Source: an optimization exercise on an open RTL-to-GDS flow (aim: a short achievable clock period and few clock cycles). Production flows keep margins and buffers that such runs may drop. Only the layout flow was run in this run; the RTL was not checked for function there. Power is estimated from default activity; no workload was simulated.

`design/flow/config.mk`:
```
export PLATFORM = sky130hd
export DESIGN_NAME = cpu_top
export DESIGN_NICKNAME = cpu_top
export VERILOG_FILES = /design/flow/design.v
export SDC_FILE = /design/flow/constraint.sdc
export NUM_CORES = 4
export LEC_CHECK = 0
export CAP_MARGIN = 20
export CORE_MARGIN = 2
export CORE_UTILIZATION = 40
export SLEW_MARGIN = 20
```
`design/flow/constraint.sdc`:
```
create_clock -name core_clock -period 10.0 [get_ports {clk}]
set_input_delay 2.0000 -clock core_clock [delete_from_list [all_inputs] [get_ports {clk}]]
set_output_delay 2.0000 -clock core_clock [all_outputs]
set_load 0.01 [all_outputs]
```
`design/flow/design.v`:
```
`timescale 1ns/1ps
`default_nettype none
package cpu_isa_pkg;
    localparam int DATA_W = 16;
    localparam int INST_W = 16;
    localparam int REG_AW = 4;
    typedef enum logic [3:0] {
        OP_NOP  = 4'h0,
        OP_ADD  = 4'h1,
        OP_SUB  = 4'h2,
        OP_AND  = 4'h3,
        OP_OR   = 4'h4,
        OP_XOR  = 4'h5,
        OP_SHL  = 4'h6,
        OP_LDI  = 4'h7,
        OP_ADDI = 4'h8,
        OP_LD   = 4'h9,
        OP_ST   = 4'ha,
        OP_BEQ  = 4'hb,
        OP_JMP  = 4'hc
    } opcode_e;
    localparam int OPC_MSB = 15;
    localparam int OPC_LSB = 12;
    localparam int RD_MSB  = 11;
    localparam int RD_LSB  = 8;
    localparam int RS0_MSB = 7;
    localparam int RS0_LSB = 4;
    localparam int RS1_MSB = 3;
    localparam int RS1_LSB = 0;
endpackage
`default_nettype wire
`timescale 1ns/1ps
`default_nettype none
package pipe_pkg;
    typedef enum logic [2:0] {
        ALU_ADD,
        ALU_SUB,
        ALU_AND,
        ALU_OR,
        ALU_XOR,
        ALU_SHL,
        ALU_PASS_B
    } alu_op_e;
    typedef struct packed {
        alu_op_e alu_op;
        logic    use_imm;
        logic    wb_en;
        logic    load;
        logic    store;
        logic    beq;
        logic    jmp;
    } d_info_t;
endpackage
`default_nettype wire
`timescale 1ns/1ps
`default_nettype none
module cpu_top #(
    parameter int PC_W    = 8,
    parameter int DMEM_AW = 8
) (
    input  logic                           clk,
    input  logic                           rst_n_i,
    input  logic                           stall_i,
    input  logic [cpu_isa_pkg::INST_W-1:0] inst_i,
    output logic [PC_W-1:0]                inst_addr_o,
    output logic                           wb_valid_o,
    output logic [cpu_isa_pkg::REG_AW-1:0] wb_reg_o,
    output logic [cpu_isa_pkg::DATA_W-1:0] wb_data_o
);
    localparam int DW    = cpu_isa_pkg::DATA_W;
    localparam int BTB_N = 32;
    localparam int BTB_B = 5;
    logic [PC_W-1:0] pc;
    assign inst_addr_o = pc;
    logic [3:0] f_op;
    logic       f_jmp, f_beqrr, f_nop, f_redir, f_fold;
    logic [PC_W-1:0] f_brt, f_tgt, f_seq, f_next;
    assign f_op    = inst_i[15:12];
    assign f_jmp   = (f_op == 4'hc);
    assign f_beqrr = (f_op == 4'hb) && (inst_i[11:8] == inst_i[7:4]);
    assign f_nop   = (f_op == 4'h0) || (f_op == 4'hd) || (f_op == 4'he) || (f_op == 4'hf);
    assign f_brt   = pc + {{(PC_W-4){inst_i[3]}}, inst_i[3:0]};
    assign f_redir = f_jmp || f_beqrr;
    assign f_tgt   = f_jmp ? inst_i[PC_W-1:0] : f_brt;
    assign f_fold  = f_redir || f_nop;
    logic [BTB_N-1:0]      btb_v;
    logic [PC_W-BTB_B-1:0] btb_tag [BTB_N];
    logic [PC_W-1:0]       btb_tgt [BTB_N];
    logic                  btb_hit;
    logic [BTB_B-1:0]      pc_idx;
    assign pc_idx  = pc[BTB_B-1:0];
    assign btb_hit = btb_v[pc_idx] && (btb_tag[pc_idx] == pc[PC_W-1:BTB_B]);
    assign f_seq   = btb_hit ? btb_tgt[pc_idx] : pc + 1'b1;
    assign f_next  = f_redir ? f_tgt : f_seq;
    logic            ln_v;
    logic [PC_W-1:0] ln_key;
    logic [PC_W-1:0] ln_tgt;
    always_ff @(posedge clk) begin
        if (!rst_n_i) begin
            ln_v <= 1'b0;
        end else begin
            ln_v <= f_fold;
        end
        ln_key <= pc - 1'b1;
        ln_tgt <= f_redir ? f_tgt : pc + 1'b1;
    end
    always_ff @(posedge clk) begin
        if (!rst_n_i) begin
            btb_v <= '0;
        end else if (ln_v) begin
            btb_v[ln_key[BTB_B-1:0]] <= 1'b1;
        end
    end
    always_ff @(posedge clk) begin
        if (ln_v) begin
            btb_tag[ln_key[BTB_B-1:0]] <= ln_key[PC_W-1:BTB_B];
            btb_tgt[ln_key[BTB_B-1:0]] <= ln_tgt;
        end
    end
    logic            x_v;
    logic [15:0]     x_ir;
    logic [PC_W-1:0] x_btgt;
    logic x_wb, x_ld, x_st, x_beq, x_useimm, x_sub, x_add, x_and, x_or, x_xor, x_shl, x_ldi;
    logic [DW-1:0] rf [16];
    logic [DW-1:0] ra, rb, rc, opb, imm4, sum, alu;
    logic          ld_ph;
    logic          go, x_hold, x_redir, wb_fire;
    logic [DW-1:0] wdata;
    logic [DMEM_AW-1:0] m_addr;
    logic [DW-1:0]      dmem [1 << DMEM_AW];
    logic [DW-1:0]      m_rdata;
    logic               st_v;
    logic [DMEM_AW-1:0] st_addr;
    logic [DW-1:0]      st_data;
    assign ra   = rf[x_ir[7:4]];
    assign rb   = rf[x_ir[3:0]];
    assign rc   = rf[x_ir[11:8]];
    assign imm4 = {{(DW-4){x_ir[3]}}, x_ir[3:0]};
    assign opb  = x_useimm ? imm4 : rb;
    assign sum  = x_sub ? (ra - opb) : (ra + opb);
    always_comb begin
        alu = sum;
        if (x_and) alu = ra & rb;
        if (x_or)  alu = ra | rb;
        if (x_xor) alu = ra ^ rb;
        if (x_shl) alu = ra << rb[3:0];
        if (x_ldi) alu = {{(DW-8){1'b0}}, x_ir[7:0]};
    end
    assign m_rdata = dmem[m_addr];
    assign go      = !stall_i;
    assign x_hold  = x_v && x_ld && !ld_ph;
    assign x_redir = x_v && x_beq && (ra == rc);
    assign wb_fire = go && x_v && ((x_wb && !x_ld) || (x_ld && ld_ph));
    assign wdata   = ld_ph ? m_rdata : alu;
    always_ff @(posedge clk) begin
        if (!rst_n_i) begin
            pc  <= '0;
            x_v <= 1'b0;
        end else if (go) begin
            if (x_redir) begin
                pc  <= x_btgt;
                x_v <= 1'b0;
            end else if (!x_hold) begin
                pc  <= f_next;
                x_v <= !f_fold;
            end
        end
    end
    always_ff @(posedge clk) begin
        if (go && !x_hold) begin
            x_ir     <= inst_i;
            x_btgt   <= f_brt;
            x_wb     <= (f_op >= 4'h1) && (f_op <= 4'h9);
            x_ld     <= (f_op == 4'h9);
            x_st     <= (f_op == 4'ha);
            x_beq    <= (f_op == 4'hb);
            x_useimm <= (f_op == 4'h8) || (f_op == 4'h9) || (f_op == 4'ha);
            x_sub    <= (f_op == 4'h2);
            x_add    <= (f_op == 4'h1) || (f_op == 4'h8) || (f_op == 4'h9) || (f_op == 4'ha);
            x_and    <= (f_op == 4'h3);
            x_or     <= (f_op == 4'h4);
            x_xor    <= (f_op == 4'h5);
            x_shl    <= (f_op == 4'h6);
            x_ldi    <= (f_op == 4'h7);
        end
    end
    always_ff @(posedge clk) begin
        if (!rst_n_i) begin
            ld_ph <= 1'b0;
        end else if (go) begin
            ld_ph <= x_hold;
        end
    end
    always_ff @(posedge clk) begin
        if (go && x_hold) begin
            m_addr <= sum[DMEM_AW-1:0];
        end
    end
    always_ff @(posedge clk) begin
        if (!rst_n_i) begin
            st_v <= 1'b0;
        end else begin
            st_v <= go && x_v && x_st;
        end
        st_addr <= sum[DMEM_AW-1:0];
        st_data <= rc;
    end
    always_ff @(posedge clk) begin
        if (st_v) begin
            dmem[st_addr] <= st_data;
        end
    end
    always_ff @(posedge clk) begin
        if (wb_fire) begin
            rf[x_ir[11:8]] <= wdata;
        end
    end
    always_ff @(posedge clk) begin
        if (!rst_n_i) begin
            wb_valid_o <= 1'b0;
        end else begin
            wb_valid_o <= wb_fire;
        end
        if (wb_fire) begin
            wb_reg_o  <= x_ir[11:8];
            wb_data_o <= wdata;
        end
    end
endmodule
`default_nettype wire
```
`design/flow/run.sh`:
```
#!/bin/bash
# synth_recipe.tcl (not shown) runs the flow's synth.tcl, then flattens the netlist and writes it again
# the make line also repeats each setting of config.mk as NAME=value (left out here)
make -C /OpenROAD-flow-scripts/flow DESIGN_CONFIG=/design/flow/config.mk WORK_HOME=/design/flow/orfs CLKGATE_MAP_FILE= SYNTH_SCRIPT=/design/flow/synth_recipe.tcl finish
```
==> flow_metrics.tcl <==
set metrics [dict create \
    postCtsSetupBuffers 0 \
    antenna_left 0 \
    crit_slowest_cell "a2111oi_0" \
    worst-endpoint-arrival_ns 8.05 \
    grt_pass1_vias 93107 \
    dp_hpwl_mm 285.4 \
    worst_slack_ns 2.595 \
    avgSynthCellArea_sq_um 22.84 \
    relSlewSlack 0.2179 \
    pre_cts_slack_ns 2.386 \
    synthAdderAreaFrac 0.004482 \
    synth_top_area_cell "edfxtp_1" \
    drc 0 \
    cts_hold_buf 0 \
    drt-total-wl_mm 494.5 \
    syn_inst 8457 \
    rr_endpoint "rf[9][13]$_DFFE_PP_" \
    drt_iter0_drc 12535 \
    leakagePower_nw 67.63 \
    netlist_area_sq_um 193200 \
    track_usage 0.1992 \
    core_area_sq_um 481800 \
    hold_class "flop to flop" \
    drive_gt1_frac 0.3280 \
    final_cell_mix "4763 x edfxtp_1, 1647 x mux4_2, 473 x clkbuf_16" \
    area_growth_pct 13.56 \
    viasPerCell 5.848 \
    grt_pass1_wl_mm 702.8 \
    setup_viol 0 \
    routed-via-count 92016 \
    ys_types 65 \
    final_common_cell "edfxtp_1" \
    syn-num-nets 8544 \
    final_cells 15735 \
    wire_per_inst_microns 31.43 \
    drt_pass1_iterations 5 \
    grt_max_degree 257 \
    dieArea_sq_um 488500 \
    fin_setup_tns_ns 0 \
    gp_congestion 0.8560 \
    yosys.area.top_type_share 0.7404 \
    period_share 0.7405 \
    ys_ff_latch 4873 \
    path_depth 22 \
    cts_root_buffer "clkbuf_16" \
    r2r_cells 22 \
    async_reset_ff_frac 0 \
    io_pins 48 \
    critical-path-top-delay-family "compound AO/OA/AOI/OAI gates" \
    fp-row-count 255 \
    fin_crit_ns 7.405 \
    path_class "flop to flop" \
    cts_tree "built" \
    synthXorXnorAreaFrac 0.003336 \
    min_path_cells 2 \
    yosysSeqAreaShare 0.7518 \
    dp_cells 14838 \
    cpMostUsedCell "o21ai_0" \
    finalClockSkew_ns 0.09969 \
    synth_compound_area_frac 0.01205 \
    cts_made_buffers 470 \
    clk_path_buf_depth 4 \
    synth.area.mux_share 0.1992 \
    end_kind "flop" \
    cts_resized 0 \
    cp_max_fo 26 \
    rsz0062_at_grt "false" \
    clock-sinks 4873 \
    r2r_setup_slack_ns 2.59 \
    ys.flop_type "edfxtp_1" \
    synth_top_family_by_area "multiplexers" \
    die_h_microns 698.9 \
    synthSimpleGateAreaFrac 0.01704 \
    cp-start-kind "flop" \
    grt_overflow 0 \
    synthTopCellsByArea "edfxtp_1 74%, mux4_2 19%, dfxtp_1 1.1%" \
    cp_cell_sequence "buf_4 > mux4_2 > a22oi_1 > nand2_1 > inv_2 > nor2_1 > a21oi_1 > ha_1 > nor3b_1 > o21ai_0 > o21bai_1 > xnor2_1 > o21ai_0 > ha_1 > a21oi_1 > nand2_1 > o41ai_1 > o21ai_0 > xnor2_1 > nor2_1 > a2111oi_0 > o31ai_4" \
    antenna_found_initial 41 \
    crit_required_ns 10.65 \
    max_stage_delay_ns 0.73 \
    maxCapViolCount 0 \
    clk_latency_ns 1.06 \
    maxSlewViolCount 0 \
    peakVddDrop_mv 0.1537 \
    ys_warn_count 1 \
    fin_nets 8978 \
    hold_viol 0 \
    port_buffers 47 \
    tightest_slew_ns 1.173 \
    max_freq_mhz 135.0 \
    critPathCapture "rf[9][13]$_DFFE_PP_" \
    clk_pin_slew_ns 0.06 \
    die_w_microns 698.9 \
    initial_core_util 0.4009 \
    status "finished clean" \
    synth-edff-count 4763 \
    crit_buf_inv 2 \
    p_per_area_nw_per_um2 207.4 \
    cts_htree_levels 5 \
]
## worst reg2reg max path: cells and delay by family, from the launching register on
kind / cells / cell delay [ns]
AND/OR/NAND/NOR: 5 / 1.03
adder cells (fa/ha/maj): 2 / 0.61
multiplexers: 1 / 0.41
flip-flops: 1 / 0.67
AO/OA/AOI/OAI: 10 / 3.02
buffers and inverters: 2 / 0.93
XOR/XNOR: 2 / 0.36
## Yosys cell counts, types with 23 or more instances
library cell / instances
edfxtp_1: 4763
mux4_2: 1647
nor2_1: 438
clkbuf_1: 257
nand2_1: 140
buf_2: 135
dfxtp_1: 110
a21oi_1: 100
mux2i_1: 88
ha_1: 66
buf_1: 62
inv_1: 58
a22oi_1: 57
o21ai_0: 57
xnor2_1: 45
mux2_2: 44
nor2b_1: 41
nand3_1: 40
nor3_1: 26
xor2_1: 26
a211oi_1: 23
nand2b_1: 23
## cell families (layout without fill, tap and decap cells)
logic type | Yosys count | count (layout)
compound gates | 356 | 356
xor+xnor | 72 | 72
fa+ha+maj | 68 | 68
buf+inv | 542 | 1384
flops | 4873 | 4873
mux | 1779 | 1779
other cells | 0 | 11
simple gates | 767 | 767
## report_power, final
part           total, mW  switching (mW)  internal, mW
Sequential          23.8           0.469          23.3
Combinational       3.94            2.66          1.28
Clock               17.8            7.73          10.0
Total               45.5            10.9          34.6
## area by class of cell
cell class | count | area (sq um)
Tap cell | 6425 | 8039
Timing Repair Buffer | 444 | 3836
Inverter | 60 | 225.2
Sequential cell | 4873 | 145300
Multi-Input combinational cell | 3042 | 46510
Antenna cell | 11 | 27.53
Fill cell | 39590 | 262400
Clock inverter | 297 | 3085
Clock buffer | 583 | 12290
## flip-flops by register name (all words and copies together) (netlist names), 4 cells and up, named ones only
register   flops
btb_tgt      256
st_data       16
rf           256
pc             8
ln_key         8
wb_reg_o       4
dmem        4096
st_addr        8
x_btgt         8
btb_tag       96
wb_data_o     16
x_ir          12
btb_v         32
ln_tgt         8
m_addr         8
## worst min path at each step
| stage | start | slack (ns) | end |
|---|---|---|---|
| 6_report | m_addr[1]$_DFFE_PP_ | 0.45 | flop |
| 5_1_grt | m_addr[1]$_DFFE_PP_ | 0.48 | flop |
| 4_1_cts | m_addr[1]$_DFFE_PP_ | 0.45 | flop |
| 3_5_place_dp | m_addr[1]$_DFFE_PP_ | 0.43 | flop |
| 3_3_place_gp | m_addr[1]$_DFFE_PP_ | 0.43 | flop |
| 2_1_floorplan | m_addr[1]$_DFFE_PP_ | 0.42 | flop |
## routing by layer
| metal | vias to the layer above | wire length [microns] | share of wire | track usage |
|---|---|---|---|---|
| met2 | 4096 | 235300 | 0.48 | 0.3158 |
| met5 | - | 50 | 0.00010 | 0 |
| met3 | 758 | 40110 | 0.081 | 0.03202 |
| li1 | 37005 | - | - | - |
| met1 | 50149 | 204600 | 0.41 | 0.2878 |
| met4 | 8 | 14420 | 0.029 | 0.05587 |
## stage by stage
stage	util	hold slack, ns	area [sq um]	power, mW
2_1_floorplan	-	0.4153	193200	26.44
3_3_place_gp	0.4223	0.4265	203500	27.99
3_5_place_dp	0.4228	0.4323	203700	28.13
4_1_cts	0.4547	0.4503	219100	45.76
5_1_grt	0.4553	0.4765	219300	46.83
6_report	0.4553	0.4543	219400	45.50

==> separate check: timing with driven ports <==
The flow's constraints put no driver on any port. The routed layout listed below was extracted and timed again, unchanged, in two steps.
Step 1: set_driving_cell puts a clkbuf_16 on clk and a buf_2 on each other input, an assumption about the parent block.
Step 2 moves the port delays by t, midway between the first and last clock arrival at a register: inputs arrive t later, outputs are due t later. That takes back most of the time a late clock gives input paths.
Slacks: ideal / step 1 / step 2; pairs: ideal / step 1.
shift t [ns]: 1.123
setup slack, ns: 2.595 / 2.595 / 2.595
clock arrival spread, ns: 0.104 / 0.104
worst register clock-pin slew, ns: 0.07 / 0.07
pins driven straight from the clock port: 1
After both steps setup and hold are still met in this run. For this run, drivers alone change the setup slack by 0.000 ns; drivers and shift together by 0.000 ns.
